This is an optimization exercise on Yosys and OpenROAD, whose aim is small area and a short achievable clock period, not a production implementation. At most, simulation tests tie the RTL to the original design; equivalence was not proved. Power figures rest on the tool's default switching activity, not on a simulated workload.

Setup of v6:
==> module data_mem_responder_array, before the edit <==
module data_mem_responder_array #(
   parameter int ADDR_W = ADDR_W_DEF,
   parameter int DATA_W = DATA_W_DEF
) (
   input  logic                   clk,
   input  logic [2**ADDR_W-1:0]   we_i,     
   input  logic [2**ADDR_W-1:0]   hold_i,   
   input  logic [DATA_W-1:0]      wdata_i,
   input  logic [2**ADDR_W/2-1:0] rsel_i,   
   output logic [DATA_W-1:0]      rdata_o
);
   localparam int N = 2**ADDR_W;
   logic [DATA_W-1:0] slot_q [N];
   logic [DATA_W-1:0] rd_pos, rd_neg;
   logic              rinv;      
   function automatic logic inverted(input int s);
      inverted = ((s / TAP_STEP + 1) % 2) == 1;
   endfunction
   for (genvar s = 0; s < N; s++) begin : g_slot
      if (s % TAP_STEP == 0) begin : g_tap
         logic [DATA_W-1:0] wd;
         assign wd = inverted(s) ? wdata_i : ~wdata_i;
         always_ff @(posedge clk)
            slot_q[s] <= ~(({DATA_W{we_i[s]}} & wd) | ({DATA_W{hold_i[s]}} & slot_q[(s + N - 1) % N]));
      end else begin : g_pass
         always_ff @(posedge clk)
            slot_q[s] <= slot_q[(s + N - 1) % N];
      end
   end
   always_comb begin
      rd_pos = '0;
      rd_neg = '0;
      rinv   = 1'b0;
      for (int k = 0; k < N/2; k++)
         if (inverted(2*k)) begin
            rd_neg = rd_neg | (slot_q[2*k] & {DATA_W{rsel_i[k]}});
            rinv   = rinv | rsel_i[k];
         end else begin
            rd_pos = rd_pos | (slot_q[2*k] & {DATA_W{rsel_i[k]}});
         end
   end
   assign rdata_o = rd_pos | ({DATA_W{rinv}} & ~rd_neg);
endmodule
==> module data_mem_responder, before the edit <==
module data_mem_responder #(
   parameter int ADDR_W      = ADDR_W_DEF,
   parameter int DATA_W      = DATA_W_DEF,
   parameter int WAIT_CYCLES = 2
) (
   input  logic                 clk,
   input  logic                 rst,
   input  logic                 req,
   input  logic                 we,
   input  logic [ADDR_W+1:0]    addr,
   input  logic [DATA_W-1:0]    wdata,
   output logic [DATA_W-1:0]    rdata,
   output logic                 ack,
   output logic                 err,
   output logic                 busy
);
   localparam int N = 2**ADDR_W;
   logic              busy_q, w1_q, ack_q, err_q;
   logic              we_q, mis_q;
   logic              st_q;        
   logic              pend_q;      
   logic [ADDR_W-1:0] phase_q, pos_q, pos_d;
   logic [ADDR_W-1:0] posn_q;          
   logic [N-1:0]      hit, nhit;
   logic              anyhit;
   logic [N/2-1:0]    rsel_q, rsel_d;  
   logic [DATA_W-1:0] buf_q;
   logic [DATA_W-1:0] rdata_q, ring_rdata;
   logic              accept, done, wr;
   assign accept = req & ~busy_q;
   assign done   = req & rst & w1_q;                  
   assign wr     = (done & st_q) | pend_q;            
   data_mem_responder_array #(.ADDR_W(ADDR_W), .DATA_W(DATA_W)) u_array (
      .clk     (clk),
      .we_i    (hit & {N{wr}}),
      .hold_i  (nhit | {N{~wr}}),
      .wdata_i (buf_q),
      .rsel_i  (rsel_q),
      .rdata_o (ring_rdata)
   );
   assign pos_d = accept ? (addr[ADDR_W+1:2] + phase_q) : (pos_q + 1'b1);
   always_comb begin
      anyhit = 1'b0;
      for (int s = 0; s < N; s++) begin
         hit[s]  = (s % TAP_STEP == 0) && (pos_q == ADDR_W'(s - 1));
         nhit[s] = !((s % TAP_STEP == 0) && (posn_q == ~ADDR_W'(s - 1)));
         anyhit  = anyhit | hit[s];
      end
      for (int k = 0; k < N/2; k++)
         rsel_d[k] = (pos_d == ADDR_W'(2*k));
   end
   always_ff @(posedge clk) begin
      phase_q  <= phase_q + 1'b1;
      pos_q    <= pos_d;
      posn_q   <= ~pos_d;
      rsel_q   <= rsel_d;
      pend_q   <= wr & ~anyhit;
      if (accept) begin
         we_q  <= we;
         mis_q <= (addr[1:0] != 2'b00);
         buf_q <= wdata;
      end else if (!we_q) begin
         buf_q <= ring_rdata;
      end
   end
   always_ff @(posedge clk) begin
      if (!rst) begin
         busy_q  <= 1'b0;
         w1_q    <= 1'b0;
         ack_q   <= 1'b0;
         st_q    <= 1'b0;
         err_q   <= 1'b0;
         rdata_q <= '0;
      end else begin
         busy_q <= req;
         w1_q   <= req & busy_q & ~w1_q & ~ack_q;
         ack_q  <= req & (w1_q | ack_q);
         st_q   <= req & (accept ? (we & (addr[1:0] == 2'b00)) : (st_q & ~w1_q & ~ack_q));
         if (done) begin
            err_q <= mis_q;
            if (mis_q) rdata_q <= '0;
            else if (!we_q) rdata_q <= pos_q[0] ? buf_q : ring_rdata;
         end else if (ack_q && !req) begin
            err_q <= 1'b0;
         end
      end
   end
   assign ack   = ack_q;
   assign busy  = busy_q;
   assign err   = err_q;
   assign rdata = rdata_q;
endmodule
Settings: LEC_CHECK=0, CAP_MARGIN=20, CORE_MARGIN=2, CORE_UTILIZATION=40, CTS_CLUSTER_DIAMETER=100, CTS_CLUSTER_SIZE=30, SETUP_SLACK_MARGIN=2.3, SLEW_MARGIN=20; clock period 4.5 ns.
run.sh (not shown) runs the stock make flow with config.mk's settings and CLKGATE_MAP_FILE= SYNTH_SCRIPT=/design/flow/synth_recipe.tcl, a recipe that flattens the netlist after the stock synthesis.
Input-level comparison between v7 and v6:
diff --git a/flow/design.v b/flow/design.v
--- a/flow/design.v
+++ b/flow/design.v
@@ -11,16 +11,16 @@
    input  logic                   clk,
    input  logic [2**ADDR_W-1:0]   we_i,     
    input  logic [2**ADDR_W-1:0]   hold_i,   
    input  logic [DATA_W-1:0]      wdata_i,
    input  logic [2**ADDR_W/2-1:0] rsel_i,   
+   input  logic                   rinv_i,   
    output logic [DATA_W-1:0]      rdata_o
 );
    localparam int N = 2**ADDR_W;
    logic [DATA_W-1:0] slot_q [N];
    logic [DATA_W-1:0] rd_pos, rd_neg;
-   logic              rinv;      
    function automatic logic inverted(input int s);
       inverted = ((s / TAP_STEP + 1) % 2) == 1;
    endfunction
    for (genvar s = 0; s < N; s++) begin : g_slot
       if (s % TAP_STEP == 0) begin : g_tap
@@ -34,20 +34,15 @@
       end
    end
    always_comb begin
       rd_pos = '0;
       rd_neg = '0;
-      rinv   = 1'b0;
       for (int k = 0; k < N/2; k++)
-         if (inverted(2*k)) begin
-            rd_neg = rd_neg | (slot_q[2*k] & {DATA_W{rsel_i[k]}});
-            rinv   = rinv | rsel_i[k];
-         end else begin
-            rd_pos = rd_pos | (slot_q[2*k] & {DATA_W{rsel_i[k]}});
-         end
+         if (inverted(2*k)) rd_neg = rd_neg | (slot_q[2*k] & {DATA_W{rsel_i[k]}});
+         else               rd_pos = rd_pos | (slot_q[2*k] & {DATA_W{rsel_i[k]}});
    end
-   assign rdata_o = rd_pos | ({DATA_W{rinv}} & ~rd_neg);
+   assign rdata_o = rd_pos | ({DATA_W{rinv_i}} & ~rd_neg);
 endmodule
 import data_mem_responder_pkg::*;
 module data_mem_responder #(
    parameter int ADDR_W      = ADDR_W_DEF,
    parameter int DATA_W      = DATA_W_DEF,
@@ -69,43 +64,66 @@
    logic              we_q, mis_q;
    logic              st_q;        
    logic              pend_q;      
    logic [ADDR_W-1:0] phase_q, pos_q, pos_d;
    logic [ADDR_W-1:0] posn_q;          
+   logic [ADDR_W-1:0] hpos_q, hpos_d;  
+   logic              ld_ring_q, ld_buf_q;  
+   logic              g_ring, g_buf, g_hold;
    logic [N-1:0]      hit, nhit;
    logic              anyhit;
    logic [N/2-1:0]    rsel_q, rsel_d;  
+   logic              rinv_q, rinv_d;
    logic [DATA_W-1:0] buf_q;
    logic [DATA_W-1:0] rdata_q, ring_rdata;
    logic              accept, done, wr;
+   function automatic logic inverted(input int s);
+      inverted = ((s / TAP_STEP + 1) % 2) == 1;
+   endfunction
+   function automatic logic [N-1:0] rinv_table(input int n);
+      logic [N-1:0] t;
+      for (int s = 0; s < n; s++) t[s] = (s % 2 == 0) && (((s / TAP_STEP + 1) % 2) == 1);
+      rinv_table = t;
+   endfunction
+   localparam logic [N-1:0] RINV = rinv_table(N);
    assign accept = req & ~busy_q;
    assign done   = req & rst & w1_q;                  
    assign wr     = (done & st_q) | pend_q;            
+   assign g_ring = done & ld_ring_q;
+   assign g_buf  = done & ld_buf_q;
+   assign g_hold = ~done | (we_q & ~mis_q);
    data_mem_responder_array #(.ADDR_W(ADDR_W), .DATA_W(DATA_W)) u_array (
       .clk     (clk),
       .we_i    (hit & {N{wr}}),
       .hold_i  (nhit | {N{~wr}}),
       .wdata_i (buf_q),
       .rsel_i  (rsel_q),
+      .rinv_i  (rinv_q),
       .rdata_o (ring_rdata)
    );
-   assign pos_d = accept ? (addr[ADDR_W+1:2] + phase_q) : (pos_q + 1'b1);
+   assign pos_d  = accept ? (addr[ADDR_W+1:2] + phase_q) : (pos_q + 1'b1);
+   assign hpos_d = accept ? (addr[ADDR_W+1:2] + (phase_q + 1'b1)) : (pos_q + 2'd2);
    always_comb begin
       anyhit = 1'b0;
       for (int s = 0; s < N; s++) begin
-         hit[s]  = (s % TAP_STEP == 0) && (pos_q == ADDR_W'(s - 1));
-         nhit[s] = !((s % TAP_STEP == 0) && (posn_q == ~ADDR_W'(s - 1)));
+         hit[s]  = (s % TAP_STEP == 0) && (hpos_q == ADDR_W'(s));
+         nhit[s] = !((s % TAP_STEP == 0) && (~posn_q == ADDR_W'(s - 1)));
          anyhit  = anyhit | hit[s];
       end
       for (int k = 0; k < N/2; k++)
          rsel_d[k] = (pos_d == ADDR_W'(2*k));
+      rinv_d = RINV[pos_d];
    end
    always_ff @(posedge clk) begin
       phase_q  <= phase_q + 1'b1;
       pos_q    <= pos_d;
       posn_q   <= ~pos_d;
+      hpos_q   <= hpos_d;
+      ld_ring_q <= ~mis_q & ~we_q & pos_q[0];
+      ld_buf_q  <= ~mis_q & ~we_q & ~pos_q[0];
       rsel_q   <= rsel_d;
+      rinv_q   <= rinv_d;
       pend_q   <= wr & ~anyhit;
       if (accept) begin
          we_q  <= we;
          mis_q <= (addr[1:0] != 2'b00);
          buf_q <= wdata;
@@ -124,14 +142,14 @@
       end else begin
          busy_q <= req;
          w1_q   <= req & busy_q & ~w1_q & ~ack_q;
          ack_q  <= req & (w1_q | ack_q);
          st_q   <= req & (accept ? (we & (addr[1:0] == 2'b00)) : (st_q & ~w1_q & ~ack_q));
+         rdata_q <= ({DATA_W{g_ring}} & ring_rdata) | ({DATA_W{g_buf}} & buf_q) |
+                    ({DATA_W{g_hold}} & rdata_q);
          if (done) begin
             err_q <= mis_q;
-            if (mis_q) rdata_q <= '0;
-            else if (!we_q) rdata_q <= pos_q[0] ? buf_q : ring_rdata;
          end else if (ack_q && !req) begin
             err_q <= 1'b0;
          end
       end
    end
Notes after the runs:
Compared with v6, v7 shows a summed area of non-filler cells in the final layout that is 0.40% lower. v6 consumes more power than v7. Per the comparison of v7 with v6, final period utilization decreased 0.63 points, worst hold slack increased 0.016 ns, standard cell core area decreased about 1.1%, number of placed I/O pins essentially unchanged. Average size of a mapped cell went down slightly going from v6 to v7. v6 reports its highest-delay cell along the critical path as dfxtp_4 while v7 reports clkdlybuf4s50_1.
Function not checked in v6: the RTL went through the layout flow alone.

-- what the ideal ports hide --
Ports are ideal in the flow. The routed layouts listed here were re-timed in OpenROAD. Step 1: set_driving_cell puts a clkbuf_16 on clk and a buf_2 on each other input, an assumption about the parent block. Step 2, shift: input delay + t, output delay - t, t = (earliest + latest rising clock arrival at the registers) / 2. This alone moves slack from input paths to output paths. Slacks: ideal ports / drivers / drivers and shift; pairs: ideal ports / drivers.
run | t, ns | slack for setup (ns) | worst hold slack (ns) | worst slew at a driven data input, ns
v6 | 0.787 | 2.216 / 2.216 / 1.500 | 0.301 / 0.301 / 0.301 | 0.05
v7 | 0.825 | 2.244 / 2.245 / 1.481 | 0.317 / 0.317 / 0.317 | 0.05
After both steps setup and hold are still met in every run listed. The setup slack of v7, which loses most, moves by +0.001 ns with the drivers and by -0.763 ns with both steps.
